Context: an optimization exercise on an open-source flow, tuned for small area. The choices shown serve that exercise and are no tape-out recipe.
RTL that was checked went through simulation tests only; none was proved equivalent to the original.
Function not checked in run 3: the RTL went through the layout flow alone.
The flow treats the clock pin as an ideal source, which a real chip does not have.
Power is estimated from default activity; no workload was simulated.

## flow/run.sh

```bash
#!/bin/bash
# synth_recipe.tcl (not shown) runs the flow's synth.tcl, then flattens the netlist and writes it again
# the make line also repeats each setting of config.mk as NAME=value (left out here)
make -C /OpenROAD-flow-scripts/flow DESIGN_CONFIG=/design/flow/config.mk WORK_HOME=/design/flow/orfs CLKGATE_MAP_FILE= SYNTH_SCRIPT=/design/flow/synth_recipe.tcl finish
```

## flow/config.mk

```make
export PLATFORM = sky130hd
export DESIGN_NAME = miner_nonce_dispatch
export DESIGN_NICKNAME = miner_nonce_dispatch
export VERILOG_FILES = /design/flow/design.v
export SDC_FILE = /design/flow/constraint.sdc
export NUM_CORES = 4
export LEC_CHECK = 0
export CAP_MARGIN = 20
export CORE_AREA = 10 10 690 690
export DIE_AREA = 0 0 700 700
export SLEW_MARGIN = 20
```

## flow/constraint.sdc

```tcl
create_clock -name core_clock -period 10.0 [get_ports {clk}]
set_input_delay 2.0000 -clock core_clock [delete_from_list [all_inputs] [get_ports {clk}]]
set_output_delay 2.0000 -clock core_clock [all_outputs]
set_load 0.01 [all_outputs]
```

## flow/design.v

```verilog
package miner_pkg;
    localparam int DEF_NONCE_W  = 32;
    localparam int DEF_HEADER_W = 608;
    localparam int DEF_TARGET_W = 256;
    localparam logic [11:0] PAD_BITS = 12'h800;
    typedef enum logic [1:0] {
        IDLE  = 2'd0,
        RUN   = 2'd1,
        DRAIN = 2'd2
    } state_t;
endpackage
module miner_found_fifo #(
    parameter int WIDTH = 32,
    parameter int DEPTH = 4
) (
    input  logic             clk,
    input  logic             rst_n,
    input  logic             push,
    input  logic [WIDTH-1:0] push_data,
    input  logic             pop,
    output logic [WIDTH-1:0] head_data,
    output logic             full,
    output logic             empty
);
    localparam int AW = $clog2(DEPTH);
    logic [WIDTH-1:0] mem [DEPTH];
    logic [AW-1:0]    wr_ptr;
    logic [AW-1:0]    rd_ptr;
    logic [AW:0]      count;
    logic             do_push;
    logic             do_pop;
    assign empty     = (count == '0);
    assign full      = (count == (AW+1)'(DEPTH));
    assign do_pop    = pop && !empty;
    assign do_push   = push && (!full || do_pop);
    assign head_data = empty ? '0 : mem[rd_ptr];
    always_ff @(posedge clk) begin
        if (!rst_n) begin
            wr_ptr <= '0;
            rd_ptr <= '0;
            count  <= '0;
        end else begin
            if (do_push) wr_ptr <= wr_ptr + AW'(1);
            if (do_pop)  rd_ptr <= rd_ptr + AW'(1);
            if (do_push && !do_pop)      count <= count + (AW+1)'(1);
            else if (!do_push && do_pop) count <= count - (AW+1)'(1);
        end
    end
    always_ff @(posedge clk) begin
        if (do_push) mem[wr_ptr] <= push_data;
    end
endmodule
module miner_nonce_dispatch #(
    parameter int NUM_CORES  = 4,
    parameter int NONCE_W    = miner_pkg::DEF_NONCE_W,
    parameter int HEADER_W   = miner_pkg::DEF_HEADER_W,
    parameter int TARGET_W   = miner_pkg::DEF_TARGET_W,
    parameter int FIFO_DEPTH = 4,
    parameter int PAD_W      = NONCE_W + 12
) (
    input  logic                 clk,
    input  logic                 rst_n,
    input  logic                 job_valid,
    output logic                 job_ready,
    input  logic [HEADER_W-1:0]  job_header,
    input  logic [TARGET_W-1:0]  job_target,
    input  logic [NONCE_W-1:0]   job_nonce_lo,
    input  logic [NONCE_W-1:0]   job_nonce_hi,
    input  logic                 job_stop_first,
    input  logic                 abort,
    output logic [HEADER_W-1:0]  hdr_out,
    input  logic [NUM_CORES-1:0] core_ready,
    output logic [NUM_CORES-1:0] core_issue,
    output logic [NONCE_W-1:0]   core_nonce,
    input  logic                 res_valid,
    input  logic [NONCE_W-1:0]   res_nonce,
    input  logic [TARGET_W-1:0]  res_digest,
    output logic                 found_valid,
    input  logic                 found_ready,
    output logic [NONCE_W-1:0]   found_nonce,
    output logic [PAD_W-1:0]     found_padded,
    output logic                 job_done,
    output logic                 overflow,
    output logic                 busy
);
    localparam int IDX_W = (NUM_CORES > 1) ? $clog2(NUM_CORES) : 1;
    localparam int CNT_W = $clog2(NUM_CORES * 4) + 1;
    miner_pkg::state_t               state;
    miner_pkg::state_t               state_nxt;
    logic [HEADER_W-1:0]  header_q;
    logic [TARGET_W-1:0]  target_q;
    logic [NONCE_W-1:0]   hi_q;
    logic [NONCE_W-1:0]   next_nonce;
    logic [NONCE_W-1:0]   hit_nonce_q;
    logic                 stop_first_q;
    logic                 hit_q;
    logic [IDX_W-1:0]     last_grant;
    logic [IDX_W-1:0]     grant_idx;
    logic [IDX_W-1:0]     cand;
    logic                 grant_any;
    logic                 grant;
    logic                 res_live;
    logic                 hit_now;
    logic                 last_issue;
    logic [CNT_W-1:0]     outstanding;
    logic                 fifo_full;
    logic                 fifo_empty;
    logic                 pop;
    always_comb begin
        grant_any = 1'b0;
        grant_idx = last_grant;
        cand      = last_grant;
        for (int i = 1; i <= NUM_CORES; i++) begin
            cand = IDX_W'((int'(last_grant) + i) % NUM_CORES);
            if (!grant_any && core_ready[cand]) begin
                grant_any = 1'b1;
                grant_idx = cand;
            end
        end
    end
    assign res_live   = res_valid && (state != miner_pkg::IDLE) && !abort;
    assign hit_now    = res_live && (res_digest <= target_q);
    assign grant      = (state == miner_pkg::RUN) && !abort && grant_any && !(stop_first_q && hit_now);
    assign last_issue = grant && (next_nonce == hi_q);
    assign core_issue = grant ? (NUM_CORES'(1) << grant_idx) : '0;
    assign core_nonce = grant ? next_nonce : '0;
    assign hdr_out    = header_q;
    assign job_ready  = (state == miner_pkg::IDLE);
    assign busy       = (state != miner_pkg::IDLE);
    always_ff @(posedge clk) begin
        if (!rst_n) state <= miner_pkg::IDLE;
        else        state <= state_nxt;
    end
    always_comb begin
        state_nxt = state;
        job_done  = 1'b0;
        if (abort && state != miner_pkg::IDLE) begin
            state_nxt = miner_pkg::IDLE;
        end else begin
            case (state)
                miner_pkg::IDLE:  if (job_valid) state_nxt = (job_nonce_lo > job_nonce_hi) ? miner_pkg::DRAIN : miner_pkg::RUN;
                miner_pkg::RUN:   if (last_issue || (stop_first_q && hit_now)) state_nxt = miner_pkg::DRAIN;
                miner_pkg::DRAIN: if (outstanding == '0) begin
                           job_done  = 1'b1;
                           state_nxt = miner_pkg::IDLE;
                       end
                default: state_nxt = miner_pkg::IDLE;
            endcase
        end
    end
    always_ff @(posedge clk) begin
        if (!rst_n) begin
            header_q     <= '0;
            target_q     <= '0;
            hi_q         <= '0;
            next_nonce   <= '0;
            stop_first_q <= 1'b0;
            last_grant   <= IDX_W'(NUM_CORES - 1);
            hit_q        <= 1'b0;
            hit_nonce_q  <= '0;
        end else begin
            hit_q       <= hit_now;
            hit_nonce_q <= res_nonce;
            if (state == miner_pkg::IDLE && job_valid) begin
                header_q     <= job_header;
                target_q     <= job_target;
                hi_q         <= job_nonce_hi;
                next_nonce   <= job_nonce_lo;
                stop_first_q <= job_stop_first;
                last_grant   <= IDX_W'(NUM_CORES - 1);
            end else if (grant) begin
                last_grant <= grant_idx;
                if (!last_issue) next_nonce <= next_nonce + NONCE_W'(1);
            end
        end
    end
    always_ff @(posedge clk) begin
        if (!rst_n) begin
            outstanding <= '0;
        end else if (abort) begin
            outstanding <= '0;
        end else if (grant && !res_live) begin
            outstanding <= outstanding + CNT_W'(1);
        end else if (!grant && res_live && outstanding != '0) begin
            outstanding <= outstanding - CNT_W'(1);
        end
    end
    assign pop = found_ready && found_valid;
    always_ff @(posedge clk) begin
        if (!rst_n)                              overflow <= 1'b0;
        else if (hit_q && fifo_full && !pop)     overflow <= 1'b1;
    end
    miner_found_fifo #(
        .WIDTH (NONCE_W),
        .DEPTH (FIFO_DEPTH)
    ) u_found_fifo (
        .clk       (clk),
        .rst_n     (rst_n),
        .push      (hit_q),
        .push_data (hit_nonce_q),
        .pop       (pop),
        .head_data (found_nonce),
        .full      (fifo_full),
        .empty     (fifo_empty)
    );
    assign found_valid  = !fifo_empty;
    assign found_padded = found_valid ? PAD_W'({found_nonce, miner_pkg::PAD_BITS}) : '0;
endmodule
```

==> results of run 1 <==
final timing paths:
check                           slack (ps)             end
worst max-delay path                   750  core_nonce[27]
worst min-delay path                   460   header_q[329]
worst max register to register        4860   last_grant[0]
worst min register to register         460   header_q[329]
through the flow:
stage	utilization, %	std cells
2_1_floorplan	-	5712
3_3_place_gp	16.4	13500
3_5_place_dp	16.4	13500
6_report	17.7	13900
4_1_cts	17.6	13800
5_1_grt	17.6	13800
placed cells by master (no fill, tap or decap), types with 97 or more instances in the layout:
cell,count
clkdlybuf4s50_1,1930
nand2_1,1868
and2_1,101
ha_1,297
diode_2,175
dfxtp_1,980
a21boi_0,900
edfxtp_1,128
o21ai_0,97
inv_1,310
clkbuf_16,161
a21oi_1,122
layout make-up:
| type | instances | share of cell area, % |
|---|---|---|
| inverter | 310 | 1.43 |
| tap | 6149 | 9.46 |
| antenna | 175 | 0.539 |
| clock buffer | 220 | 5.53 |
| sequential | 1109 | 28.9 |
| timing repair buffer | 1989 | 24.5 |
| multi-input combinational | 3913 | 28.6 |
| clock inverter | 61 | 1.02 |
kinds of logic (layout without fill, tap and decap cells):
family | after synthesis | after routing | synth area share [%]
and+or+nand+nor | 2273 | 2273 | 19.1
DFF | 1109 | 1109 | 47.5
other | 1 | 186 | 0.00758
adders and majority gates | 299 | 299 | 7.59
AOI/OAI and AO/OA | 1251 | 1251 | 18.0
buffers and inverters | 690 | 2580 | 5.59
muxes | 38 | 38 | 1.58
xor gates and xnor gates | 41 | 41 | 0.726
power by group through the flow:
stage	sequential [W]	combinational (W)	clock [W]
floorplan	0.00514	0.00131	0
global placement	0.00511	0.00349	0
detailed placement	0.00512	0.00349	0
CTS	0.00503	0.00351	0.00616
global route	0.00507	0.00371	0.00629
finish	0.00503	0.00345	0.00595
sequential cells by signal, indices dropped and copies added, names as in the netlist, named ones only:
register,cells
u_found_fifo.count,3
state,2
u_found_fifo.rd_ptr,2
overflow,1
u_found_fifo.mem,128
stop_first_q,1
last_grant,2
hi_q,32
hit_q,1
outstanding,5
target_q,256
hit_nonce_q,32
next_nonce,32
header_q,608
u_found_fifo.wr_ptr,2
worst min-delay path, cell delays in order (launching register included):
cell and delay, ps:
dfxtp_1 300, nand2_1 50, a21boi_0 60
layer usage:
layer / wire length [microns] / GRT usage (%) / vias to the layer above / part of all wire [%]
li1: - / - / 22700 / -
met1: 171000 / 19.7 / 23800 / 38
met2: 193000 / 26.8 / 2733 / 43
met3: 67800 / 11.2 / 973 / 15
met4: 19900 / 6.19 / 188 / 4.4
met5: 1220 / 0 / - / 0.27
==> flow_summary_export.csv, run 1 <==
group,metric,value,unit
timing,hold_viol,0,
worst_setup_path,critPathBufInv,5,
finish,fillers,51700,
placement,place_area,75600,sq um
timing,fin_hold_ws,462,ps
worst_setup_path,r2r-start,"target_q[171]",
worst_setup_path,worstPathArrival,7250,ps
die,rows,249,
route,ant_nets,0,
clock_tree,cts.sinks,1109,
timing,setup_viol,0,
power_and_ir_drop,powerDensity,177,nW/um^2
timing,setup_ws,749,ps
synth,synth-seq-cells,1109,
placement,pre_cts_ws,806,ps
worst_setup_path,start_kind,"input pin",
clock_tree,cts_setup_buffers,0,
timing,fmax,108,MHz
synth,yosys.area.top_type,"dfxtp_1",
die,die_h,700,microns
power_and_ir_drop,p_switching,0.00458,W
clock_tree,cts-resized-gates,0,
worst_setup_path,ff2ff_path_depth,16,
synth,synth_edf_count,128,
synth,async_reset_ff_share,0,%
timing,period_share,92.5,%
min_path,min_path_type,"reg -> reg",
clock_tree,clk_root_buffer_cell,"clkbuf_16",
clock_tree,clkTransAtPathRegs,50,ps
route,via_count,50400,
placement,gp_congestion,0.990,
route,drt-wirelength-per-cell,32.5,microns
timing,relSlewSlack,19.2,%
placement,portBuffers,1940,
power_and_ir_drop,p_leak,28.6,nW
clock_tree,cts_max_path_buffers,4,
clock_tree,cts_buffers,157,
finish,nets,9006,
worst_setup_path,crit_top_cell,"buf_4",
synth,synth.avg_cell_area,8.67,sq um
synth,yosysWarnings,2,
clock_tree,h-tree-depth,4,
power_and_ir_drop,seq_power_share,34.9,%
power_and_ir_drop,switching_share,31.7,%
worst_setup_path,path_class,"in -> out",
min_path,hp-start,"header_q[329]",
worst_setup_path,crit_chain,"clkdlybuf4s50_1 > ha_1 > nand4_1 > nor4_1 > buf_4 > nand2_1 > nor4_1 > nand4_1 > or4_1 > o21ai_1 > buf_4 > a31oi_4 > buf_4 > and2_1 > clkdlybuf4s50_1",
power_and_ir_drop,p_comb_share,23.9,%
finish,final_cell_area,81300,sq um
route,drc,0,
global_route,antenna_found_initial,484,
worst_setup_path,cp.required,8000,ps
die,core-area,460000,sq um
finish,seq_area,23500,sq um
power_and_ir_drop,max-vdd-ir-drop,111,uV
global_route,grt_max_degree,226,
route,first_pass_iters,6,
synth,yosysSeqAreaShare,47.5,%
worst_setup_path,cp_slowest_cell,"or4_1",
route,routed_wl,453000,microns
global_route,globalRouteOverflowTotal,0,
worst_setup_path,cp-startpoint,"res_digest[170]",
timing,tightest_slew,1210,ps
power_and_ir_drop,internal_power,0.00985,W
timing,fin_worst_skew,70.3,ps
route,viasPerCell,3.62,
route,dr.first_iter.drc_count,4272,
clock_tree,cts_hold_buf,0,
global_route,grt_pass1_wl,556000,microns
timing,min_period,9250,ps
timing,slew_violations,0,
global_route,grt_usage,17.6,%
die,start_util,10.7,%
min_path,min_path_cells,2,
synth,syn_area,49500,sq um
placement,hpwl,391000,microns
clock_tree,cts_tree,"yes",
die,ios,1952,
outcome,status,"timing/DRC/antenna clean",
power_and_ir_drop,finalPower,0.0144,W
worst_setup_path,end_kind,"primary output",
worst_setup_path,max_stage_delay,800,ps
finish,multiInputGateArea,23300,sq um
synth,synth_common_cells,"1869 x nand2_1, 981 x dfxtp_1, 900 x a21boi_0",
worst_setup_path,crit_family,"simple AND/OR/NAND/NOR gates",
worst_setup_path,crit_fanout,19,
worst_setup_path,cp.depth,15,
timing,setup-tns-final,0,ps
finish,area_growth,64.4,%
finish,drive_gt1_share,4.62,%
synth,synth.most_common_cell,"nand2_1",
synth,netlist_top_cells_area,"dfxtp_1 40%, nand2_1 14%, a21boi_0 14%, edfxtp_1 7.8%, ha_1 7.5%",
timing,rsz0062_at_grt,"false",
die,die-width,700,microns
clock_tree,clk_latency,890,ps
synth,synth_cells,5702,
synth,yosys_most_used_dff,"dfxtp_1",
job,drv_cap,0,
power_and_ir_drop,clkPwrFrac,41.2,%
global_route,grt_pass1_vias,47100,
die,die_area,490000,sq um
synth,netlist.area_leader.share,39.7,%
synth,ys_types,65,
==> run 2: changes to the inputs <==
--- a/flow/design.v
+++ b/flow/design.v
@@ -34,5 +34,5 @@
     assign do_pop    = pop && !empty;
     assign do_push   = push && (!full || do_pop);
-    assign head_data = empty ? '0 : mem[rd_ptr];
+    assign head_data = mem[rd_ptr];
     always_ff @(posedge clk) begin
         if (!rst_n) begin
@@ -50,4 +50,39 @@
         if (do_push) mem[wr_ptr] <= push_data;
     end
+endmodule
+module miner_cmp_gt #(
+    parameter int W = 32
+) (
+    input  logic [W-1:0] a,
+    input  logic [W-1:0] b,
+    output logic         gt
+);
+    localparam int LV = (W > 1) ? $clog2(W) : 1;
+    localparam int N  = 1 << LV;
+    logic [N-1:0] g [LV+1];
+    logic [N-1:0] p [LV+1];
+    always_comb begin
+        for (int i = 0; i < N; i++) begin
+            if (i < W) begin
+                g[0][i] = a[i] & ~b[i];
+                p[0][i] = a[i] | ~b[i];
+            end else begin
+                g[0][i] = 1'b0;
+                p[0][i] = 1'b1;
+            end
+        end
+        for (int l = 1; l <= LV; l++) begin
+            for (int i = 0; i < N; i++) begin
+                if (i < (N >> l)) begin
+                    g[l][i] = g[l-1][2*i+1] | (p[l-1][2*i+1] & g[l-1][2*i]);
+                    p[l][i] = p[l-1][2*i+1] & p[l-1][2*i];
+                end else begin
+                    g[l][i] = 1'b0;
+                    p[l][i] = 1'b1;
+                end
+            end
+        end
+    end
+    assign gt = g[LV][0];
 endmodule
 module miner_nonce_dispatch #(
@@ -86,6 +121,6 @@
     localparam int IDX_W = (NUM_CORES > 1) ? $clog2(NUM_CORES) : 1;
     localparam int CNT_W = $clog2(NUM_CORES * 4) + 1;
-    miner_pkg::state_t               state;
-    miner_pkg::state_t               state_nxt;
+    miner_pkg::state_t    state;
+    miner_pkg::state_t    state_nxt;
     logic [HEADER_W-1:0]  header_q;
     logic [TARGET_W-1:0]  target_q;
@@ -100,6 +135,9 @@
     logic                 grant_any;
     logic                 grant;
+    logic                 idle;
     logic                 res_live;
+    logic                 miss_now;
     logic                 hit_now;
+    logic                 lo_gt_hi;
     logic                 last_issue;
     logic [CNT_W-1:0]     outstanding;
@@ -119,13 +157,24 @@
         end
     end
-    assign res_live   = res_valid && (state != miner_pkg::IDLE) && !abort;
-    assign hit_now    = res_live && (res_digest <= target_q);
+    miner_cmp_gt #(.W(TARGET_W)) u_cmp_digest (
+        .a  (res_digest),
+        .b  (target_q),
+        .gt (miss_now)
+    );
+    miner_cmp_gt #(.W(NONCE_W)) u_cmp_range (
+        .a  (job_nonce_lo),
+        .b  (job_nonce_hi),
+        .gt (lo_gt_hi)
+    );
+    assign idle       = (state == miner_pkg::IDLE);
+    assign res_live   = res_valid && !idle && !abort;
+    assign hit_now    = res_live && !miss_now;
     assign grant      = (state == miner_pkg::RUN) && !abort && grant_any && !(stop_first_q && hit_now);
     assign last_issue = grant && (next_nonce == hi_q);
     assign core_issue = grant ? (NUM_CORES'(1) << grant_idx) : '0;
-    assign core_nonce = grant ? next_nonce : '0;
+    assign core_nonce = next_nonce;
     assign hdr_out    = header_q;
-    assign job_ready  = (state == miner_pkg::IDLE);
-    assign busy       = (state != miner_pkg::IDLE);
+    assign job_ready  = idle;
+    assign busy       = !idle;
     always_ff @(posedge clk) begin
         if (!rst_n) state <= miner_pkg::IDLE;
@@ -139,5 +188,5 @@
         end else begin
             case (state)
-                miner_pkg::IDLE:  if (job_valid) state_nxt = (job_nonce_lo > job_nonce_hi) ? miner_pkg::DRAIN : miner_pkg::RUN;
+                miner_pkg::IDLE:  if (job_valid) state_nxt = lo_gt_hi ? miner_pkg::DRAIN : miner_pkg::RUN;
                 miner_pkg::RUN:   if (last_issue || (stop_first_q && hit_now)) state_nxt = miner_pkg::DRAIN;
                 miner_pkg::DRAIN: if (outstanding == '0) begin
@@ -150,28 +199,28 @@
     end
     always_ff @(posedge clk) begin
-        if (!rst_n) begin
-            header_q     <= '0;
-            target_q     <= '0;
-            hi_q         <= '0;
-            next_nonce   <= '0;
-            stop_first_q <= 1'b0;
-            last_grant   <= IDX_W'(NUM_CORES - 1);
-            hit_q        <= 1'b0;
-            hit_nonce_q  <= '0;
-        end else begin
-            hit_q       <= hit_now;
-            hit_nonce_q <= res_nonce;
-            if (state == miner_pkg::IDLE && job_valid) begin
-                header_q     <= job_header;
-                target_q     <= job_target;
-                hi_q         <= job_nonce_hi;
-                next_nonce   <= job_nonce_lo;
-                stop_first_q <= job_stop_first;
-                last_grant   <= IDX_W'(NUM_CORES - 1);
-            end else if (grant) begin
-                last_grant <= grant_idx;
-                if (!last_issue) next_nonce <= next_nonce + NONCE_W'(1);
-            end
-        end
+        if (idle && job_valid) header_q <= job_header;
+    end
+    always_ff @(posedge clk) begin
+        if (idle) begin
+            target_q     <= job_target;
+            hi_q         <= job_nonce_hi;
+            stop_first_q <= job_stop_first;
+        end
+    end
+    always_ff @(posedge clk) begin
+        if (idle) begin
+            next_nonce <= job_nonce_lo;
+            last_grant <= IDX_W'(NUM_CORES - 1);
+        end else if (grant) begin
+            next_nonce <= next_nonce + NONCE_W'(1);
+            last_grant <= grant_idx;
+        end
+    end
+    always_ff @(posedge clk) begin
+        hit_nonce_q <= res_nonce;
+    end
+    always_ff @(posedge clk) begin
+        if (!rst_n) hit_q <= 1'b0;
+        else        hit_q <= hit_now;
     end
     always_ff @(posedge clk) begin
@@ -205,4 +254,4 @@
     );
     assign found_valid  = !fifo_empty;
-    assign found_padded = found_valid ? PAD_W'({found_nonce, miner_pkg::PAD_BITS}) : '0;
+    assign found_padded = PAD_W'({found_nonce, miner_pkg::PAD_BITS});
 endmodule
==> run 2 against run 1 <==
Combinational power down 22%. Final cell count decreased by 21%. Non-clock buffer count down 17. Setup slack improved by 64 ps. First-iteration DRC count is 20% lower. Core utilization down 1.6 points. Clock-buffer cell count shrank 33. Power rose by 1.4%. Register-to-register slack lost 960 ps. Area after synthesis down 16%. Critical endpoint is now core_issue[2].
==> flow_summary_export.csv, run 2 <==
group,metric,value,unit
outcome,status,"timing/DRC/antenna clean",
route,drt-wirelength-per-cell,43.0,microns
power_and_ir_drop,seq_power_share,41.7,%
synth,synth_fa_ha_area_share,2.19,%
power_and_ir_drop,p_comb_share,18.4,%
synth,syn_area,41400,sq um
placement,hpwl,425000,microns
finish,final_cell_mix,"1939 x clkdlybuf4s50_1, 1057 x edfxtp_1, 247 x inv_1",
power_and_ir_drop,finalPower,0.0146,W
min_path,min_path_cells,0,
finish,fillers,50800,
die,rows,249,
synth,netlist_top_cells_area,"edfxtp_1 77%, dfxtp_1 2.5%, inv_1 2.2%, maj3_1 1.8%, mux4_2 1.7%",
die,die_h,700,microns
synth,yosysWarnings,8,
worst_setup_path,crit_top_cell,"buf_4",
power_and_ir_drop,p_switching,0.00436,W
clock_tree,h-tree-depth,4,
die,die_area,490000,sq um
synth,synth-seq-cells,1109,
clock_tree,clk_latency,880,ps
synth,synth_common_cells,"1057 x edfxtp_1, 247 x inv_1, 105 x nand2b_1",
synth,async_reset_ff_share,0,%
timing,slew_violations,0,
global_route,grt_pass1_wl,541000,microns
timing,fmax,109,MHz
timing,hold_viol,0,
clock_tree,cts_buffers,157,
global_route,grt_pass1_vias,32400,
finish,nets,5734,
clock_tree,clk_root_buffer_cell,"clkbuf_16",
synth,synth_top_family_by_area,"simple AND/OR/NAND/NOR gates",
worst_setup_path,max_stage_delay,610,ps
finish,drive_gt1_share,7.39,%
die,die-width,700,microns
job,drv_cap,0,
global_route,grt_max_degree,121,
timing,fin_worst_skew,63.2,ps
die,ios,1952,
clock_tree,cts.sinks,1109,
clock_tree,cts-resized-gates,0,
route,viasPerCell,3.14,
worst_setup_path,crit_chain,"clkdlybuf4s50_1 > nand2b_1 > o2111ai_2 > buf_4 > nor4_2 > buf_4 > nand4_1 > nor4_2 > buf_4 > and3_1 > o211ai_1 > nand4_1 > o21a_1 > and3_1 > clkdlybuf4s50_1",
power_and_ir_drop,p_leak,24.6,nW
finish,layout_commonest_cell,"clkdlybuf4s50_1",
clock_tree,cts_hold_buf,0,
timing,setup_viol,0,
worst_setup_path,path_class,"in -> out",
finish,top_regs,"header_q (608), target_q (256), u_found_fifo.mem (128)",
finish,largest-register,"header_q",
clock_tree,cts_max_path_buffers,4,
timing,setup-tns-final,0,ps
synth,synth_cells,2419,
power_and_ir_drop,internal_power,0.0103,W
die,start_util,9.00,%
worst_setup_path,crit_fanout,8,
worst_setup_path,cp.required,8000,ps
synth,yosys_most_used_dff,"edfxtp_1",
timing,tightest_slew,1090,ps
synth,synth_simple_gate_area_share,6.19,%
timing,relSlewSlack,27.1,%
synth,synth.avg_cell_area,17.1,sq um
timing,rsz0062_at_grt,"false",
timing,period_share,91.9,%
finish,largest_reg_flops,608,
min_path,hold_path_end,"u_found_fifo.mem[2][23]",
timing,min_period,9190,ps
synth,yosysSeqAreaShare,79.1,%
power_and_ir_drop,switching_share,29.8,%
route,ant_nets,0,
die,core-area,460000,sq um
placement,gp_congestion,0.983,
synth,synth_xor_area_share,1.46,%
synth,yosys.area.top_type,"edfxtp_1",
worst_setup_path,r2r_setup_slack,3900,ps
worst_setup_path,r2r-end,"outstanding[3]",
synth,synth_compound_area_share,5.79,%
clock_tree,clkTransAtPathRegs,60,ps
min_path,min_path_type,"reg -> reg",
synth,synth.most_common_cell,"edfxtp_1",
worst_setup_path,worstPathArrival,7190,ps
clock_tree,cts_setup_buffers,0,
power_and_ir_drop,max-vdd-ir-drop,126,uV
route,drc,0,
route,via_count,34400,
clock_tree,cts_tree,"yes",
global_route,antenna_found_initial,696,
synth,synthMuxAreaShare,2.00,%
route,dr.first_iter.drc_count,3432,
route,routed_wl,470000,microns
min_path,hp-start,"hit_nonce_q[23]",
worst_setup_path,ff2ff_path_depth,18,
route,first_pass_iters,5,
worst_setup_path,start_kind,"input pin",
synth,netlist.area_leader.share,76.6,%
synth,synth_edf_count,1057,
finish,area_growth,78.9,%
placement,portBuffers,1939,
power_and_ir_drop,powerDensity,197,nW/um^2
worst_setup_path,cp_slowest_cell,"nor4_2",
global_route,globalRouteOverflowTotal,0,
global_route,grt_usage,18.4,%
synth,ys_types,77,
worst_setup_path,end_kind,"primary output",
power_and_ir_drop,clkPwrFrac,39.9,%
worst_setup_path,r2r-start,"target_q[238]",
[run 2: cell types whose count changed in the layout (fill, tap and decap cells not counted), sizes merged, moves of 76 or more]
cell,delta
nand2,-1775
nor2b,+76
a21oi,-79
dfxtp,-929
a21boi,-896
nand2b,+97
and2,-90
ha,-288
edfxtp,+929
[run 2: power by group through the flow]
stage                     sequential (W)  combinational [W]  clock, W
after floorplan                  0.00623           0.000692         0
after detailed placement         0.00620            0.00275         0
after CTS                        0.00612            0.00277   0.00608
after global routing             0.00615            0.00286   0.00621
final                            0.00611            0.00268   0.00584
after global placement           0.00620            0.00276         0
[run 2: cell type report]
type / count / area [sq um] / area share (%)
diodes: 173 / 433 / 0.584
inverters: 248 / 938 / 1.27
well taps: 6149 / 7690 / 10.4
clock inverters: 91 / 1040 / 1.40
flip-flops and latches: 1109 / 32800 / 44.2
repair buffers: 1972 / 19700 / 26.6
clock buffers: 187 / 4100 / 5.54
multi-input cells: 1008 / 7430 / 10.0
[run 2: worst max-delay path by stage]
| stage | start | end | cells after the start |
|---|---|---|---|
| after floorplan | job_valid | state[0] | 2 |
| after global placement | res_digest[131] | core_issue[0] | 13 |
| after detailed placement | res_digest[246] | core_issue[0] | 15 |
| after CTS | res_digest[246] | core_issue[0] | 15 |
| after global routing | res_digest[210] | core_issue[0] | 13 |
| final | res_digest[246] | core_issue[2] | 15 |
[run 2: routing by layer]
metal / up-vias / share of wire, % / global-route usage, %
li1: 13600 / - / -
met1: 16200 / 32 / 17.6
met2: 2960 / 47 / 31.5
met3: 1335 / 16 / 13.2
met4: 274 / 4.0 / 4.83
met5: - / 0.39 / 0
[run 2: kinds of logic after synthesis]
family / count (synthesis)
DFF: 1109
and+or+nand+nor: 472
AOI/OAI and AO/OA: 327
buffers and inverters: 312
adders and majority gates: 86
xor gates and xnor gates: 69
muxes: 42
other: 2
[run 2: worst max-delay path: cells and delay by family]
kind,cells,cell delay (ps)
buf+inv,5,1790
compound gates,3,850
simple gates,7,2490
[run 2: per-stage QoR]
| stage | util (%) | std cells | setup WS (ps) | area [sq um] | hold slack, ps |
|---|---|---|---|---|---|
| after floorplan | - | 2429 | 22.3 | 41500 | 438 |
| after global placement | 14.9 | 10500 | 678 | 68500 | 450 |
| after detailed placement | 14.9 | 10500 | 713 | 68500 | 462 |
| after CTS | 16.0 | 10800 | 690 | 73700 | 476 |
| after global routing | 16.0 | 10800 | 560 | 73800 | 495 |
| final | 16.1 | 10900 | 812 | 74100 | 474 |
==> run 3: changes to the inputs <==
--- a/flow/design.v
+++ b/flow/design.v
@@ -25,6 +25,6 @@
     localparam int AW = $clog2(DEPTH);
     logic [WIDTH-1:0] mem [DEPTH];
-    logic [AW-1:0]    wr_ptr;
-    logic [AW-1:0]    rd_ptr;
+    logic [DEPTH-1:0] wr_oh;
+    logic [DEPTH-1:0] rd_oh;
     logic [AW:0]      count;
     logic             do_push;
@@ -34,13 +34,17 @@
     assign do_pop    = pop && !empty;
     assign do_push   = push && (!full || do_pop);
-    assign head_data = mem[rd_ptr];
+    always_comb begin
+        head_data = '0;
+        for (int i = 0; i < DEPTH; i++)
+            if (rd_oh[i]) head_data = head_data | mem[i];
+    end
     always_ff @(posedge clk) begin
         if (!rst_n) begin
-            wr_ptr <= '0;
-            rd_ptr <= '0;
-            count  <= '0;
+            wr_oh <= DEPTH'(1);
+            rd_oh <= DEPTH'(1);
+            count <= '0;
         end else begin
-            if (do_push) wr_ptr <= wr_ptr + AW'(1);
-            if (do_pop)  rd_ptr <= rd_ptr + AW'(1);
+            if (do_push) wr_oh <= {wr_oh[DEPTH-2:0], wr_oh[DEPTH-1]};
+            if (do_pop)  rd_oh <= {rd_oh[DEPTH-2:0], rd_oh[DEPTH-1]};
             if (do_push && !do_pop)      count <= count + (AW+1)'(1);
             else if (!do_push && do_pop) count <= count - (AW+1)'(1);
@@ -48,5 +52,6 @@
     end
     always_ff @(posedge clk) begin
-        if (do_push) mem[wr_ptr] <= push_data;
+        for (int i = 0; i < DEPTH; i++)
+            if (do_push && wr_oh[i]) mem[i] <= push_data;
     end
 endmodule
==> flow/flow/run.sh (new file) <==
#!/bin/bash
# The standard layout, with the port buffers made of the smallest buffer cell
# and the pins allowed on every routing track, so a small die holds all ports.
set -uo pipefail
export BUFFER_PORTS_ARGS="-buffer_cell sky130_fd_sc_hd__buf_1"
export PLACE_PINS_ARGS="-min_distance 1 -min_distance_in_tracks"
bash standard.sh > standard.log 2>&1
==> flow/standard.sh (new file) <==
#!/bin/bash
# synth_recipe.tcl (not shown) runs the flow's synth.tcl, then flattens the netlist and writes it again
# the make line also repeats each setting of config.mk as NAME=value (left out here)
make -C /OpenROAD-flow-scripts/flow DESIGN_CONFIG=/design/flow/config.mk WORK_HOME=/design/flow/orfs CLKGATE_MAP_FILE= SYNTH_SCRIPT=/design/flow/synth_recipe.tcl "${@:-finish}"
--- a/flow/config.mk
+++ b/flow/config.mk
@@ -7,5 +7,5 @@
 export LEC_CHECK = 0
 export CAP_MARGIN = 20
-export CORE_AREA = 10 10 690 690
-export DIE_AREA = 0 0 700 700
+export CORE_AREA = 5 5 315 315
+export DIE_AREA = 0 0 320 320
 export SLEW_MARGIN = 20
removed: flow/run.sh
==> run 3 against run 2 <==
The run now fails in global routing (5_1_grt). Synthesized cell count up 3.4%. Area after synthesis down 0.39%.
==> flow_summary_export.csv, run 3 <==
group,metric,value,unit
outcome,status,"aborted with a tool error",
outcome,failing_step,"global routing (5_1_grt)",
outcome,first-error,"[ERROR GRT-0116] Global routing finished with congestion. Check the congestion regions in the DRC Viewer.",
die,die_h,320,microns
clock_tree,cts.sinks,1111,
synth,synth.most_common_cell,"edfxtp_1",
synth,async_reset_ff_share,0,%
placement,gp_congestion,1.24,
die,die-width,320,microns
synth,yosys.area.top_type,"edfxtp_1",
synth,synth_common_cells,"1057 x edfxtp_1, 268 x inv_1, 139 x nand2_1",
clock_tree,cts_hold_buf,0,
synth,synth-seq-cells,1111,
clock_tree,cts-resized-gates,0,
global_route,grt_pass1_wl,288000,microns
clock_tree,cts_setup_buffers,0,
clock_tree,h-tree-depth,3,
synth,synth_edf_count,1057,
die,rows,113,
synth,netlist.area_leader.share,76.9,%
synth,syn_area,41300,sq um
global_route,globalRouteOverflowTotal,6,
synth,yosys_most_used_dff,"edfxtp_1",
synth,synth.avg_cell_area,16.5,sq um
synth,yosysSeqAreaShare,79.5,%
synth,yosysWarnings,9,
global_route,grt_usage,42.4,%
clock_tree,cts_max_path_buffers,3,
clock_tree,cts_buffers,113,
synth,netlist_top_cells_area,"edfxtp_1 77%, dfxtp_1 2.6%, inv_1 2.4%, maj3_1 1.6%, a22oi_1 1.6%",
synth,synth_cells,2502,
die,start_util,43.4,%
global_route,grt_pass1_vias,33700,
global_route,grt_max_degree,156,
clock_tree,clk_root_buffer_cell,"clkbuf_16",
die,ios,1952,
placement,hpwl,185000,microns
synth,ys_types,74,
placement,portBuffers,1939,
run 3: stage by stage:
step / utilization (%) / instance area (sq um) / instances / setup slack, ps
CTS: 56.6 / 53900 / 5870 / 2510
detailed placement: 52.4 / 49900 / 5658 / 2540
global placement: 52.4 / 49900 / 5658 / 2600
floorplan: - / 41300 / 2512 / 167
run 3: worst max-delay path by stage:
stage | from | end | cells after the start
floorplan | job_valid | header_q[0] | 1
global placement | res_digest[251] | core_issue[2] | 14
detailed placement | res_digest[251] | core_issue[2] | 14
CTS | res_digest[251] | core_issue[2] | 14
run 3: kinds of logic after synthesis:
logic type,synth area share [%]
AOI/OAI and AO/OA,7.39
other,0.0182
muxes,0.243
adders and majority gates,1.93
DFF,79.5
xor gates and xnor gates,1.40
and+or+nand+nor,5.93
buffers and inverters,3.55
run 3: power groups by stage:
| stage | logic [W] | clock network [W] | registers (W) |
|---|---|---|---|
| after global placement | 0.00261 | 0 | 0.00673 |
| after CTS | 0.00263 | 0.00459 | 0.00666 |
| after detailed placement | 0.00262 | 0 | 0.00675 |
| after floorplan | 0.00115 | 0 | 0.00706 |
run 3: metal layers:
metal,global-route usage (%),overflow
met1,39.0,0
met2,61.3,3
met3,25.4,0
met4,46.2,3
met5,2.59,0
==> run 4: changes to the inputs <==
--- a/flow/design.v
+++ b/flow/design.v
@@ -63,17 +63,17 @@
     output logic         gt
 );
-    localparam int LV = (W > 1) ? $clog2(W) : 1;
+    localparam int NG = (W + 1) / 2;
+    localparam int LV = (NG > 1) ? $clog2(NG) : 0;
     localparam int N  = 1 << LV;
-    logic [N-1:0] g [LV+1];
-    logic [N-1:0] p [LV+1];
+    logic [2*N-1:0] ax;
+    logic [2*N-1:0] bx;
+    logic [N-1:0]   g [LV+1];
+    logic [N-1:0]   p [LV+1];
+    assign ax = (2*N)'(a);
+    assign bx = (2*N)'(b);
     always_comb begin
         for (int i = 0; i < N; i++) begin
-            if (i < W) begin
-                g[0][i] = a[i] & ~b[i];
-                p[0][i] = a[i] | ~b[i];
-            end else begin
-                g[0][i] = 1'b0;
-                p[0][i] = 1'b1;
-            end
+            g[0][i] = (ax[2*i+1] & ~bx[2*i+1]) | ((ax[2*i+1] | ~bx[2*i+1]) & ax[2*i] & ~bx[2*i]);
+            p[0][i] = (ax[2*i+1] | ~bx[2*i+1]) & (ax[2*i] | ~bx[2*i]);
         end
         for (int l = 1; l <= LV; l++) begin
==> flow/flow/run.sh (replaced) <==
#!/bin/bash
# The standard layout, with the port buffers made of the smallest buffer cell,
# the pins allowed on every routing track (so a small die holds all ports, the
# clock pin kept apart from them), and a clock tree of small buffers without
# dummy loads.
set -uo pipefail
export BUFFER_PORTS_ARGS="-buffer_cell sky130_fd_sc_hd__buf_1"
export PRE_IO_PLACEMENT_TCL="$PWD/flow/io.tcl"
export PLACE_PINS_ARGS="-min_distance 1 -min_distance_in_tracks -exclude left:160-180"
export CTS_ARGS="-sink_clustering_enable -repair_clock_nets -dont_use_dummy_load -buf_list {sky130_fd_sc_hd__clkbuf_4 sky130_fd_sc_hd__clkbuf_8} -sink_clustering_size 16 -sink_clustering_max_diameter 60"
bash standard.sh > standard.log 2>&1
==> flow/flow/io.tcl (new file) <==
# Keep the clock pin clear of the dense signal pins: fixed mid left edge,
# with the stretch around it excluded from place_pins.
place_pin -pin_name clk -layer met3 -location {0 170} -pin_size {0.8 0.3} -force_to_die_boundary
--- a/flow/config.mk
+++ b/flow/config.mk
@@ -7,5 +7,5 @@
 export LEC_CHECK = 0
 export CAP_MARGIN = 20
-export CORE_AREA = 5 5 315 315
-export DIE_AREA = 0 0 320 320
+export CORE_AREA = 5 5 335 335
+export DIE_AREA = 0 0 340 340
 export SLEW_MARGIN = 20
==> run 4 against run 3 <==
The run again fails in global routing (5_1_grt). Synthesized cell count shrank 1.3%. Area after synthesis shrank 0.31%.
==> flow_summary_export.csv, run 4 <==
group,metric,value,unit
outcome,status,"aborted with a tool error",
global_route,grt_usage,38.7,%
clock_tree,cts_buffers,109,
synth,synth.avg_cell_area,16.7,sq um
synth,synth-seq-cells,1111,
die,ios,1951,
global_route,grt_max_degree,185,
synth,netlist_top_cells_area,"edfxtp_1 77%, dfxtp_1 2.6%, inv_1 2.4%, maj3_1 1.5%, a22oi_1 1.4%",
global_route,grt_pass1_vias,33500,
synth,synth_cells,2469,
outcome,first-error,"[ERROR GRT-0116] Global routing finished with congestion. Check the congestion regions in the DRC Viewer.",
placement,portBuffers,1939,
clock_tree,clk_root_buffer_cell,"clkbuf_8",
clock_tree,cts.sinks,1111,
die,die_h,340,microns
clock_tree,cts_setup_buffers,0,
synth,ys_types,79,
clock_tree,cts_max_path_buffers,3,
die,rows,121,
synth,synth.most_common_cell,"edfxtp_1",
synth,yosysWarnings,9,
synth,yosysSeqAreaShare,79.8,%
placement,hpwl,197000,microns
clock_tree,cts_hold_buf,0,
synth,async_reset_ff_share,0,%
global_route,globalRouteOverflowTotal,4,
die,die-width,340,microns
placement,place_area,50000,sq um
synth,synth_edf_count,1057,
clock_tree,cts-resized-gates,0,
synth,netlist.area_leader.share,77.2,%
synth,yosys.area.top_type,"edfxtp_1",
die,start_util,37.9,%
synth,yosys_most_used_dff,"edfxtp_1",
synth,synth_common_cells,"1057 x edfxtp_1, 267 x inv_1, 137 x nand2_1",
placement,gp_congestion,1.21,
clock_tree,h-tree-depth,3,
outcome,failing_step,"global routing (5_1_grt)",
synth,syn_area,41100,sq um
global_route,grt_pass1_wl,294000,microns
[run 4: cell count changes after synthesis, moves of 11 or more]
cell	previous run	this run
xor2_1	54	27
a222oi_1	16	31
a21oi_1	32	43
xnor2_1	12	39
nor2_1	67	49
[run 4: through the flow]
| stage | hold slack [ps] | util, % | cells | setup slack [ps] | setup TNS [ps] |
|---|---|---|---|---|---|
| 2_1_floorplan | 433 | - | 2479 | -55.0 | -55.0 |
| 3_3_place_gp | 444 | 46.0 | 5775 | 2300 | 0 |
| 3_5_place_dp | 458 | 46.0 | 5775 | 2490 | 0 |
| 4_1_cts | 433 | 47.4 | 5884 | 2460 | 0 |
[run 4: how the worst min path moves through the flow]
| stage | to | slack, ps | cells after the start |
|---|---|---|---|
| floorplan | u_found_fifo.wr_oh[0] | 430 | 2 |
| global placement | u_found_fifo.mem[1][16] | 440 | 0 |
| detailed placement | u_found_fifo.wr_oh[0] | 460 | 2 |
| CTS | u_found_fifo.mem[0][0] | 430 | 0 |
[run 4: logic make-up after synthesis]
family | synth area share (%)
multiplexers | 0.122
AO/OA/AOI/OAI | 7.18
buffers and inverters | 3.51
AND/OR/NAND/NOR | 6.17
adder cells (fa/ha/maj) | 1.82
flip-flops | 79.8
other | 0.0183
XOR/XNOR | 1.41
[run 4: power by group through the flow]
stage               Combinational (W)  Sequential, W  Clock (W)
floorplan                    0.000790        0.00637          0
global placement              0.00189        0.00621          0
detailed placement            0.00191        0.00623          0
CTS                           0.00192        0.00612    0.00253
[run 4: routing by layer]
| metal | track usage [%] | overflow |
|---|---|---|
| met1 | 35.9 | 0 |
| met2 | 58.5 | 3 |
| met3 | 17.5 | 0 |
| met4 | 45.5 | 1 |
| met5 | 1.71 | 0 |
==> run 5: changes to the inputs <==
--- a/flow/flow/run.sh
+++ b/flow/flow/run.sh
@@ -7,5 +7,5 @@
 export BUFFER_PORTS_ARGS="-buffer_cell sky130_fd_sc_hd__buf_1"
 export PRE_IO_PLACEMENT_TCL="$PWD/flow/io.tcl"
-export PLACE_PINS_ARGS="-min_distance 1 -min_distance_in_tracks -exclude left:160-180"
+export PLACE_PINS_ARGS="-min_distance 1 -min_distance_in_tracks -exclude left:190-210"
 export CTS_ARGS="-sink_clustering_enable -repair_clock_nets -dont_use_dummy_load -buf_list {sky130_fd_sc_hd__clkbuf_4 sky130_fd_sc_hd__clkbuf_8} -sink_clustering_size 16 -sink_clustering_max_diameter 60"
 bash standard.sh > standard.log 2>&1
==> flow/flow/io.tcl (replaced) <==
# Keep the clock pin clear of the dense signal pins: fixed mid left edge,
# with the stretch around it excluded from place_pins.
place_pin -pin_name clk -layer met3 -location {0 200} -pin_size {0.8 0.3} -force_to_die_boundary
--- a/flow/config.mk
+++ b/flow/config.mk
@@ -7,5 +7,5 @@
 export LEC_CHECK = 0
 export CAP_MARGIN = 20
-export CORE_AREA = 5 5 335 335
-export DIE_AREA = 0 0 340 340
+export CORE_AREA = 5 5 395 395
+export DIE_AREA = 0 0 400 400
 export SLEW_MARGIN = 20
==> run 5 against run 4 <==
The run again fails in global routing (5_1_grt). Area after synthesis unchanged. Synthesized cell count unchanged.
==> flow_summary_export.csv, run 5 <==
group,metric,value,unit
outcome,status,"aborted with a tool error",
outcome,failing_step,"global routing (5_1_grt)",
outcome,first-error,"[ERROR GRT-0116] Global routing finished with congestion. Check the congestion regions in the DRC Viewer.",
die,die_h,400,microns
synth,synth_fa_ha_area_share,1.82,%
global_route,grt_max_degree,192,
die,die-width,400,microns
synth,ys_types,79,
synth,synth-seq-cells,1111,
die,rows,143,
global_route,grt_pass1_wl,254000,microns
synth,yosysWarnings,9,
synth,netlist_top_cells_area,"edfxtp_1 77%, dfxtp_1 2.6%, inv_1 2.4%, maj3_1 1.5%, a22oi_1 1.4%",
synth,syn_area,41100,sq um
synth,yosys.area.top_type,"edfxtp_1",
synth,async_reset_ff_share,0,%
die,ios,1951,
synth,synth.avg_cell_area,16.7,sq um
synth,synthMuxAreaShare,0.122,%
global_route,grt_usage,23.4,%
synth,synth_edf_count,1057,
clock_tree,cts.sinks,1111,
clock_tree,cts_buffers,112,
synth,yosys_most_used_dff,"edfxtp_1",
synth,yosysSeqAreaShare,79.8,%
synth,synth_compound_area_share,7.18,%
synth,synth_simple_gate_area_share,6.17,%
synth,synth_common_cells,"1057 x edfxtp_1, 267 x inv_1, 137 x nand2_1",
global_route,globalRouteOverflowTotal,3,
clock_tree,cts_max_path_buffers,3,
clock_tree,cts_hold_buf,0,
placement,portBuffers,1939,
clock_tree,h-tree-depth,3,
synth,synth_xor_area_share,1.41,%
clock_tree,cts-resized-gates,0,
clock_tree,cts_setup_buffers,0,
synth,synth_top_family_by_area,"compound AO/OA/AOI/OAI gates",
clock_tree,clk_root_buffer_cell,"clkbuf_8",
placement,hpwl,168000,microns
synth,synth_cells,2469,
global_route,grt_pass1_vias,32900,
synth,synth.most_common_cell,"edfxtp_1",
synth,netlist.area_leader.share,77.2,%
placement,pre_cts_ws,2210,ps
placement,gp_congestion,1.07,
die,start_util,27.1,%
[run 5: worst max-delay path by stage]
stage	start	endpoint	slack [ps]	cells past startpoint
floorplan	job_valid	state[0]	-60	3
detailed placement	res_digest[87]	core_issue[3]	2210	12
CTS	res_digest[87]	core_issue[3]	2200	12
global placement	res_digest[87]	core_issue[3]	2290	12
[run 5: power by group through the flow]
| stage | registers, W | logic [W] | clock network, W |
|---|---|---|---|
| 3_5_place_dp | 0.00627 | 0.00175 | 0 |
| 3_3_place_gp | 0.00626 | 0.00174 | 0 |
| 2_1_floorplan | 0.00637 | 0.000790 | 0 |
| 4_1_cts | 0.00617 | 0.00175 | 0.00262 |
[run 5: per-stage QoR]
| stage | setup TNS [ps] | hold slack [ps] | cells | instance area (sq um) |
|---|---|---|---|---|
| after CTS | 0 | 449 | 6502 | 52300 |
| after detailed placement | 0 | 456 | 6390 | 50700 |
| after global placement | 0 | 448 | 6390 | 50700 |
| after floorplan | -55.0 | 433 | 2479 | 41200 |
[run 5: kinds of logic after synthesis]
group / count (synthesis)
simple gates: 473
fa+ha+maj: 71
buf+inv: 340
flops: 1111
mux: 5
compound gates: 401
other cells: 2
xor+xnor: 66
[run 5: per-layer routing]
metal | global-route usage, % | GRT overflow
met1 | 20.5 | 0
met2 | 38.3 | 2
met3 | 11.2 | 0
met4 | 23.2 | 1
met5 | 0.739 | 0
==> run 6: changes to the inputs <==
--- a/flow/flow/run.sh
+++ b/flow/flow/run.sh
@@ -7,5 +7,6 @@
 export BUFFER_PORTS_ARGS="-buffer_cell sky130_fd_sc_hd__buf_1"
 export PRE_IO_PLACEMENT_TCL="$PWD/flow/io.tcl"
-export PLACE_PINS_ARGS="-min_distance 1 -min_distance_in_tracks -exclude left:190-210"
+export PLACE_PINS_ARGS="-min_distance 1 -min_distance_in_tracks -exclude left:170-190"
 export CTS_ARGS="-sink_clustering_enable -repair_clock_nets -dont_use_dummy_load -buf_list {sky130_fd_sc_hd__clkbuf_4 sky130_fd_sc_hd__clkbuf_8} -sink_clustering_size 16 -sink_clustering_max_diameter 60"
+export FASTROUTE_TCL="$PWD/flow/fastroute.tcl"
 bash standard.sh > standard.log 2>&1
==> flow/flow/fastroute.tcl (new file) <==
# Global routing with a lighter reserve on every layer than the platform's 0.2.
set_global_routing_layer_adjustment $::env(MIN_ROUTING_LAYER)-$::env(MAX_ROUTING_LAYER) 0.1
==> flow/flow/io.tcl (replaced) <==
# Keep the clock pin clear of the dense signal pins: fixed mid left edge,
# with the stretch around it excluded from place_pins.
place_pin -pin_name clk -layer met3 -location {0 180} -pin_size {0.8 0.3} -force_to_die_boundary
--- a/flow/config.mk
+++ b/flow/config.mk
@@ -7,5 +7,5 @@
 export LEC_CHECK = 0
 export CAP_MARGIN = 20
-export CORE_AREA = 5 5 395 395
-export DIE_AREA = 0 0 400 400
+export CORE_AREA = 5 5 355 355
+export DIE_AREA = 0 0 360 360
 export SLEW_MARGIN = 20
==> run 6 against run 5 <==
Now clean on timing, DRC and antenna. Synthesized cell count is the same. Area after synthesis is the same.
==> flow_summary_export.csv, run 6 <==
group,metric,value,unit
worst_setup_path,cp.required,8000,ps
timing,fin_worst_skew,100,ps
global_route,grt_max_degree,174,
global_route,use_met2,43.2,%
placement,gp_congestion,1.12,
timing,setup_ws,2520,ps
outcome,status,"timing/DRC/antenna clean",
timing,min_period,7480,ps
timing,rsz0062_at_grt,"false",
clock_tree,clk_root_buffer_cell,"clkbuf_8",
synth,synth_compound_area_share,7.18,%
route,first_pass_iters,8,
route,drc,0,
global_route,grtUsageMet3,10.7,%
synth,synth.avg_cell_area,16.7,sq um
route,ant_nets,0,
clock_tree,cts.sinks,1111,
synth,async_reset_ff_share,0,%
route,drt-wirelength-per-cell,31.4,microns
die,die_h,360,microns
route,viasPerCell,5.13,
timing,period_share,74.8,%
die,die-width,360,microns
global_route,grt_usage,25.5,%
synth,synth.most_common_cell,"edfxtp_1",
global_route,gr-max-usage-layer,"met2",
synth,synth_common_cells,"1057 x edfxtp_1, 267 x inv_1, 137 x nand2_1",
synth,netlist_top_cells_area,"edfxtp_1 77%, dfxtp_1 2.6%, inv_1 2.4%, maj3_1 1.5%, a22oi_1 1.4%",
die,rows,128,
worst_setup_path,path_class,"in -> out",
power_and_ir_drop,p_leak,17.4,nW
synth,yosys.area.top_type,"edfxtp_1",
synth,synth_edf_count,1057,
global_route,grt_use_met1,25.1,%
global_route,grt_pass1_vias,30500,
global_route,globalRouteOverflowTotal,0,
timing,relSlewSlack,25.9,%
finish,top_regs,"header_q (608), target_q (256), u_found_fifo.mem (128)",
route,dr.first_iter.drc_count,4010,
min_path,min_path_type,"reg -> reg",
synth,synth_cells,2469,
die,start_util,33.8,%
placement,portBuffers,1939,
die,core-area,122000,sq um
placement,hpwl,164000,microns
clock_tree,h-tree-depth,3,
synth,synth_xor_area_share,1.41,%
clock_tree,cts_setup_buffers,0,
worst_setup_path,start_kind,"input pin",
worst_setup_path,crit_fanout,8,
timing,hold_viol,0,
synth,synth_top_family_by_area,"compound AO/OA/AOI/OAI gates",
clock_tree,clk_latency,800,ps
synth,yosysWarnings,9,
synth,ys_types,79,
worst_setup_path,end_kind,"primary output",
job,drv_cap,0,
worst_setup_path,cp-startpoint,"res_digest[235]",
finish,largest_reg_flops,608,
finish,layout_commonest_cell,"buf_1",
power_and_ir_drop,powerDensity,199,nW/um^2
finish,area_growth,26.6,%
placement,pre_cts_ws,2430,ps
synth,syn_area,41100,sq um
finish,fillers,11700,
global_route,grt_pass1_wl,254000,microns
route,routed_wl,196000,microns
clock_tree,cts_hold_buf,0,
clock_tree,clkTransAtPathRegs,90,ps
clock_tree,cts-resized-gates,0,
synth,synthMuxAreaShare,0.122,%
timing,tightest_slew,1110,ps
synth,synth-seq-cells,1111,
timing,slew_violations,0,
route,via_count,32000,
finish,final_util,42.8,%
timing,setup_viol,0,
synth,synth_simple_gate_area_share,6.17,%
die,die_area,130000,sq um
finish,nets,5708,
power_and_ir_drop,max-vdd-ir-drop,129,uV
worst_setup_path,worstPathArrival,5480,ps
clock_tree,cts_tree,"yes",
synth,netlist.area_leader.share,77.2,%
worst_setup_path,r2r-start,"target_q[63]",
min_path,hp-start,"hit_nonce_q[19]",
synth,synth_fa_ha_area_share,1.82,%
timing,fmax,134,MHz
synth,yosysSeqAreaShare,79.8,%
global_route,antenna_found_initial,218,
die,ios,1951,
clock_tree,cts_max_path_buffers,3,
finish,largest-register,"header_q",
finish,drive_gt1_share,3.51,%
finish,final_cell_mix,"1939 x buf_1, 1057 x edfxtp_1, 267 x inv_1",
synth,yosys_most_used_dff,"edfxtp_1",
clock_tree,cts_buffers,108,
==> run 6: cell counts after synthesis <==
Identical to the previous run, type by type.
==> run 6: critical path, cell delays in order <==
cell and delay [ps]:
buf_1 110, inv_1 50, a222oi_1 570, nand4_1 370
nor4_4 360, nand3_2 270, a2111oi_2 740, nor4_1 140
nand2_1 190, o21ai_2 190, nor3b_1 280, buf_1 190
==> run 6: area by class of cell <==
type / count / area [sq um] / area share (%)
Sequential cell: 1111 / 32800 / 63.0
Timing Repair Buffer: 1957 / 7440 / 14.3
Multi-Input combinational cell: 1028 / 6930 / 13.3
Tap cell: 1625 / 2030 / 3.91
Clock buffer: 108 / 1490 / 2.85
Inverter: 268 / 1010 / 1.95
Antenna cell: 139 / 348 / 0.668
==> run 6: logic make-up after synthesis <==
logic type | count (synthesis)
compound gates | 401
xor+xnor | 66
fa+ha+maj | 71
buf+inv | 340
flops | 1111
mux | 5
other cells | 2
simple gates | 473
==> run 6: power by group <==
group / leakage [nW] / total [W] / internal, W / switching (W)
registers: 10.7 / 0.00610 / 0.00579 / 0.000313
clock network: 0.777 / 0.00243 / 0.000955 / 0.00147
logic: 5.92 / 0.00184 / 0.000544 / 0.00130
total: 17.4 / 0.0104 / 0.00729 / 0.00308
==> run 6: path summary, 6_finish.rpt <==
check	cells after the start	to	slack [ps]
max	12	core_issue[2]	2520
min	0	u_found_fifo.mem[1][19]	460
max reg2reg	11	next_nonce[30]	5540
min reg2reg	0	u_found_fifo.mem[1][19]	460
==> run 6: metrics by stage <==
step | TNS (ps) | total power, W | hold WS (ps) | instance area, sq um | instances
2_1_floorplan | -55.0 | 0.00716 | 433 | 41200 | 2479
3_3_place_gp | 0 | 0.00800 | 443 | 50200 | 5989
3_5_place_dp | 0 | 0.00801 | 455 | 50200 | 5989
4_1_cts | 0 | 0.0104 | 463 | 51700 | 6097
5_1_grt | 0 | 0.0108 | 472 | 52000 | 6191
6_report | 0 | 0.0104 | 461 | 52100 | 6236
==> run 6: layer usage <==
layer	share of wire, %	vias to the layer above
met4	9.3	76
met5	0.26	-
met2	47	2561
met1	31	15100
met3	12	826
li1	-	13400
==> run 7: changes to the inputs <==
==> flow/flow/run.sh (replaced) <==
#!/bin/bash
# The standard layout (bash standard.sh), with these changes:
# - the port buffers are the smallest buffer cell, and after global placement
#   each input port's buffer is moved next to its pin (the pin-to-buffer net
#   then stays short and needs no antenna diodes);
# - pins may sit on every routing track, so a small die holds all ports; the
#   clock pin is fixed mid left edge, clear of the signal pins;
# - global routing keeps a 10% reserve per layer instead of 20%;
# - the clock tree uses clkbuf_8 in clusters of up to 16 sinks, no dummy loads;
#   after it, cells on paths with slack to spare are sized down.
set -uo pipefail
export BUFFER_PORTS_ARGS="-buffer_cell sky130_fd_sc_hd__buf_1"
export POST_GLOBAL_PLACE_TCL="$PWD/flow/move_inbuf.tcl"
export PRE_IO_PLACEMENT_TCL="$PWD/flow/io.tcl"
export PLACE_PINS_ARGS="-min_distance 1 -min_distance_in_tracks -exclude left:170-190"
export CTS_ARGS="-sink_clustering_enable -repair_clock_nets -dont_use_dummy_load -buf_list {sky130_fd_sc_hd__clkbuf_8} -sink_clustering_size 16 -sink_clustering_max_diameter 100"
export POST_CTS_TCL="$PWD/flow/recover.tcl"
export FASTROUTE_TCL="$PWD/flow/fastroute.tcl"
bash standard.sh > standard.log 2>&1
==> flow/flow/move_inbuf.tcl (new file) <==
# Move each input port's buffer next to its pin, so the unbuffered net from
# the pin (which has no diffusion to protect the buffer's gate) stays short.
set block [ord::get_db_block]
set core [$block getCoreArea]
set moved 0
foreach bt [$block getBTerms] {
  if {[$bt getIoType] != "INPUT"} { continue }
  set net [$bt getNet]
  if {$net == "NULL"} { continue }
  set its [$net getITerms]
  if {[llength $its] != 1} { continue }
  set inst [[lindex $its 0] getInst]
  if {[$inst isFixed]} { continue }
  set bp [lindex [$bt getBPins] 0]
  set box [$bp getBBox]
  set m [$inst getMaster]
  set x [expr {([$box xMin] + [$box xMax]) / 2 - [$m getWidth] / 2}]
  set y [expr {([$box yMin] + [$box yMax]) / 2 - [$m getHeight] / 2}]
  set x [expr {max([$core xMin], min($x, [$core xMax] - [$m getWidth]))}]
  set y [expr {max([$core yMin], min($y, [$core yMax] - [$m getHeight]))}]
  $inst setLocation $x $y
  incr moved
}
puts "moved $moved input buffers next to their pins"
==> flow/flow/recover.tcl (new file) <==
# After the clock tree and its timing repair: size down cells on paths with
# timing slack to spare, then legalize the placement again.
repair_timing -recover_power 100
detailed_placement
check_placement -verbose
==> run 7 against run 6 <==
Die area unchanged. Worst hold slack got worse by 8.4 ps. Synthesized cell count unchanged. Largest cell class unchanged. Power fell by 1.0%. Combinational power increased by about 10%. Sequential share of layout area grew 0.47 points. Setup slack worse by 370 ps. Critical path depth unchanged. Wire length hardly changed. Final cell count shrank 2.1%. Non-clock buffer count is 13 higher. Global-route usage fell by 0.27 points. Still clean on timing, DRC and antenna.
==> flow_summary_export.csv, run 7 <==
group,metric,value,unit
timing,min_period,7850,ps
placement,place_area,50200,sq um
route,drc,0,
finish,final_cell_area,51700,sq um
worst_setup_path,r2r-end,"next_nonce[23]",
global_route,grt_usage,25.3,%
synth,yosys.area.top_type,"edfxtp_1",
timing,fin_worst_skew,82.7,ps
synth,yosysSeqAreaShare,79.8,%
global_route,grt_pass1_vias,30700,
route,drt-wirelength-per-cell,32.1,microns
synth,synth_simple_gate_area_share,6.17,%
timing,relSlewSlack,21.9,%
die,rows,128,
worst_setup_path,start_kind,"input pin",
worst_setup_path,r2r_setup_slack,5420,ps
timing,setup_ws,2150,ps
synth,synth_common_cells,"1057 x edfxtp_1, 267 x inv_1, 137 x nand2_1",
finish,fillers,11100,
synth,synth_compound_area_share,7.18,%
worst_setup_path,cp-startpoint,"res_digest[255]",
finish,top_regs,"header_q (608), target_q (256), u_found_fifo.mem (128)",
power_and_ir_drop,finalPower,0.0103,W
route,drt-met1-wl,65000,microns
route,ant_nets,0,
synth,synth_top_family_by_area,"compound AO/OA/AOI/OAI gates",
finish,largest-register,"header_q",
route,met3_length,19600,microns
synth,netlist.area_leader.share,77.2,%
synth,synthMuxAreaShare,0.122,%
synth,synth_xor_area_share,1.41,%
timing,slew_violations,0,
die,die-width,360,microns
global_route,grt_max_degree,174,
die,die_h,360,microns
finish,area_growth,25.6,%
synth,syn_area,41100,sq um
route,routed_wl,196000,microns
synth,async_reset_ff_share,0,%
power_and_ir_drop,p_leak,17.3,nW
clock_tree,cts_tree,"yes",
clock_tree,clk_latency,750,ps
finish,layout_commonest_cell,"buf_1",
die,die_area,130000,sq um
synth,netlist_top_cells_area,"edfxtp_1 77%, dfxtp_1 2.6%, inv_1 2.4%, maj3_1 1.5%, a22oi_1 1.4%",
power_and_ir_drop,powerDensity,198,nW/um^2
synth,synth_cells,2469,
route,via_count,32700,
clock_tree,cts.sinks,1111,
route,viasPerCell,5.36,
min_path,min_path_cells,0,
synth,synth_edf_count,1057,
synth,synth_fa_ha_area_share,1.82,%
timing,tightest_slew,1170,ps
timing,period_share,78.5,%
timing,fmax,127,MHz
power_and_ir_drop,max-vdd-ir-drop,142,uV
worst_setup_path,worstPathArrival,5850,ps
worst_setup_path,ff2ff_path_depth,12,
min_path,hp-start,"hit_nonce_q[24]",
outcome,status,"timing/DRC/antenna clean",
synth,ys_types,79,
synth,yosys_most_used_dff,"edfxtp_1",
worst_setup_path,path_class,"in -> out",
finish,nets,5694,
placement,portBuffers,1939,
timing,rsz0062_at_grt,"false",
min_path,hold_path_end,"u_found_fifo.mem[0][24]",
route,route.met2.wl,92600,microns
route,first_pass_iters,9,
global_route,globalRouteOverflowTotal,0,
worst_setup_path,r2r-start,"target_q[247]",
global_route,grt_pass1_wl,251000,microns
clock_tree,clkTransAtPathRegs,90,ps
worst_setup_path,crit_fanout,8,
finish,final_cell_mix,"1737 x buf_1, 1057 x edfxtp_1, 267 x inv_1",
global_route,antenna_found_initial,36,
finish,largest_reg_flops,608,
finish,drive_gt1_share,3.12,%
synth,synth.avg_cell_area,16.7,sq um
synth,synth.most_common_cell,"edfxtp_1",
placement,pre_cts_ws,2190,ps
die,core-area,122000,sq um
placement,hpwl,164000,microns
timing,setup_viol,0,
route,dr.first_iter.drc_count,4703,
die,ios,1951,
worst_setup_path,end_kind,"primary output",
die,start_util,33.8,%
min_path,min_path_type,"reg -> reg",
synth,synth-seq-cells,1111,
finish,final_util,42.5,%
synth,yosysWarnings,9,
timing,hold_viol,0,
job,drv_cap,0,
route,highest_layer,"met5",
timing,fin_hold_ws,453,ps
worst_setup_path,cp.required,8000,ps
## run 7: power by group
part | internal (W) | switching (W) | leakage (nW)
clock | 0.000729 | 0.00141 | 0.583
combinational | 0.000576 | 0.00145 | 6.05
sequential | 0.00577 | 0.000312 | 10.7
## run 7: worst max path at each step
stage	endpoint	slack [ps]	cells after the start
3_3_place_gp	core_issue[2]	1710	12
2_1_floorplan	state[0]	-60	3
5_1_grt	core_issue[2]	1810	12
3_5_place_dp	core_issue[2]	2190	12
6_report	core_issue[2]	2150	12
## run 7: through the flow
| step | cells | setup TNS, ps |
|---|---|---|
| finish | 6107 | 0 |
| global route | 6085 | 0 |
| detailed placement | 5989 | 0 |
| global placement | 5989 | 0 |
| floorplan | 2479 | -55.0 |
## run 7: layer usage
layer | vias up | global-route usage [%]
met4 | 16 | 17.4
met5 | - | 0
met1 | 15500 | 28.0
li1 | 13200 | -
met3 | 964 | 6.31
met2 | 3055 | 43.2
## run 7: cell families (layout without fill, tap and decap cells)
group / Yosys count / in the layout
other cells: 2 / 36
fa+ha+maj: 71 / 71
mux: 5 / 5
compound gates: 401 / 401
simple gates: 473 / 473
buf+inv: 340 / 2319
xor+xnor: 66 / 66
flops: 1111 / 1111
## run 7: area by class of cell
class                           instances  area (sq um)  area share [%]
Multi-Input combinational cell       1028          6890            13.3
Sequential cell                      1111         32800            63.5
Antenna cell                           24          60.1           0.116
Inverter                              268          1010            1.96
Timing Repair Buffer                 1970          7750            15.0
Clock buffer                           81          1110            2.16
Tap cell                             1625          2030            3.93
## run 7: worst max-delay path: stages
cell	delay [ps]
clkbuf_1	340
inv_1	90
a222oi_1	490
nand4_1	280
nor4_1	480
nand3_1	420
a2111oi_2	760
nor4_1	150
nand2_1	180
o21ai_2	180
nor3b_1	280
buf_1	180

-- what the ideal ports hide --
In the flow no input, the clock included, has a driving cell. The finished layouts below were timed again as built, in two steps.
Step 1 sets driving cells, clkbuf_16 on the clock port and buf_2 on the other inputs (assumed; they add their load-dependent delay and slew).
Step 2 also shifts input and output timing later by t, the mid clock arrival at the registers, as if the neighbouring blocks saw the same clock.
Slacks: no drivers / after step 1 / after step 2; pairs: no drivers / after step 1.
run | shift t [ns] | slack for setup (ns) | clock arrival spread, ns
run 1 | 0.956 | 0.749 / 0.703 / 0.703 | 0.089 / 0.090
run 2 | 0.936 | 0.812 / 0.741 / 0.741 | 0.069 / 0.068
run 6 | 0.800 | 2.521 / 2.440 / 2.440 | 0.100 / 0.101
run 7 | 0.746 | 2.150 / 2.119 / 2.119 | 0.105 / 0.105
After both steps every run listed still meets setup and hold. For run 6, which loses most, drivers alone change the setup slack by -0.081 ns; drivers and shift together by -0.081 ns.
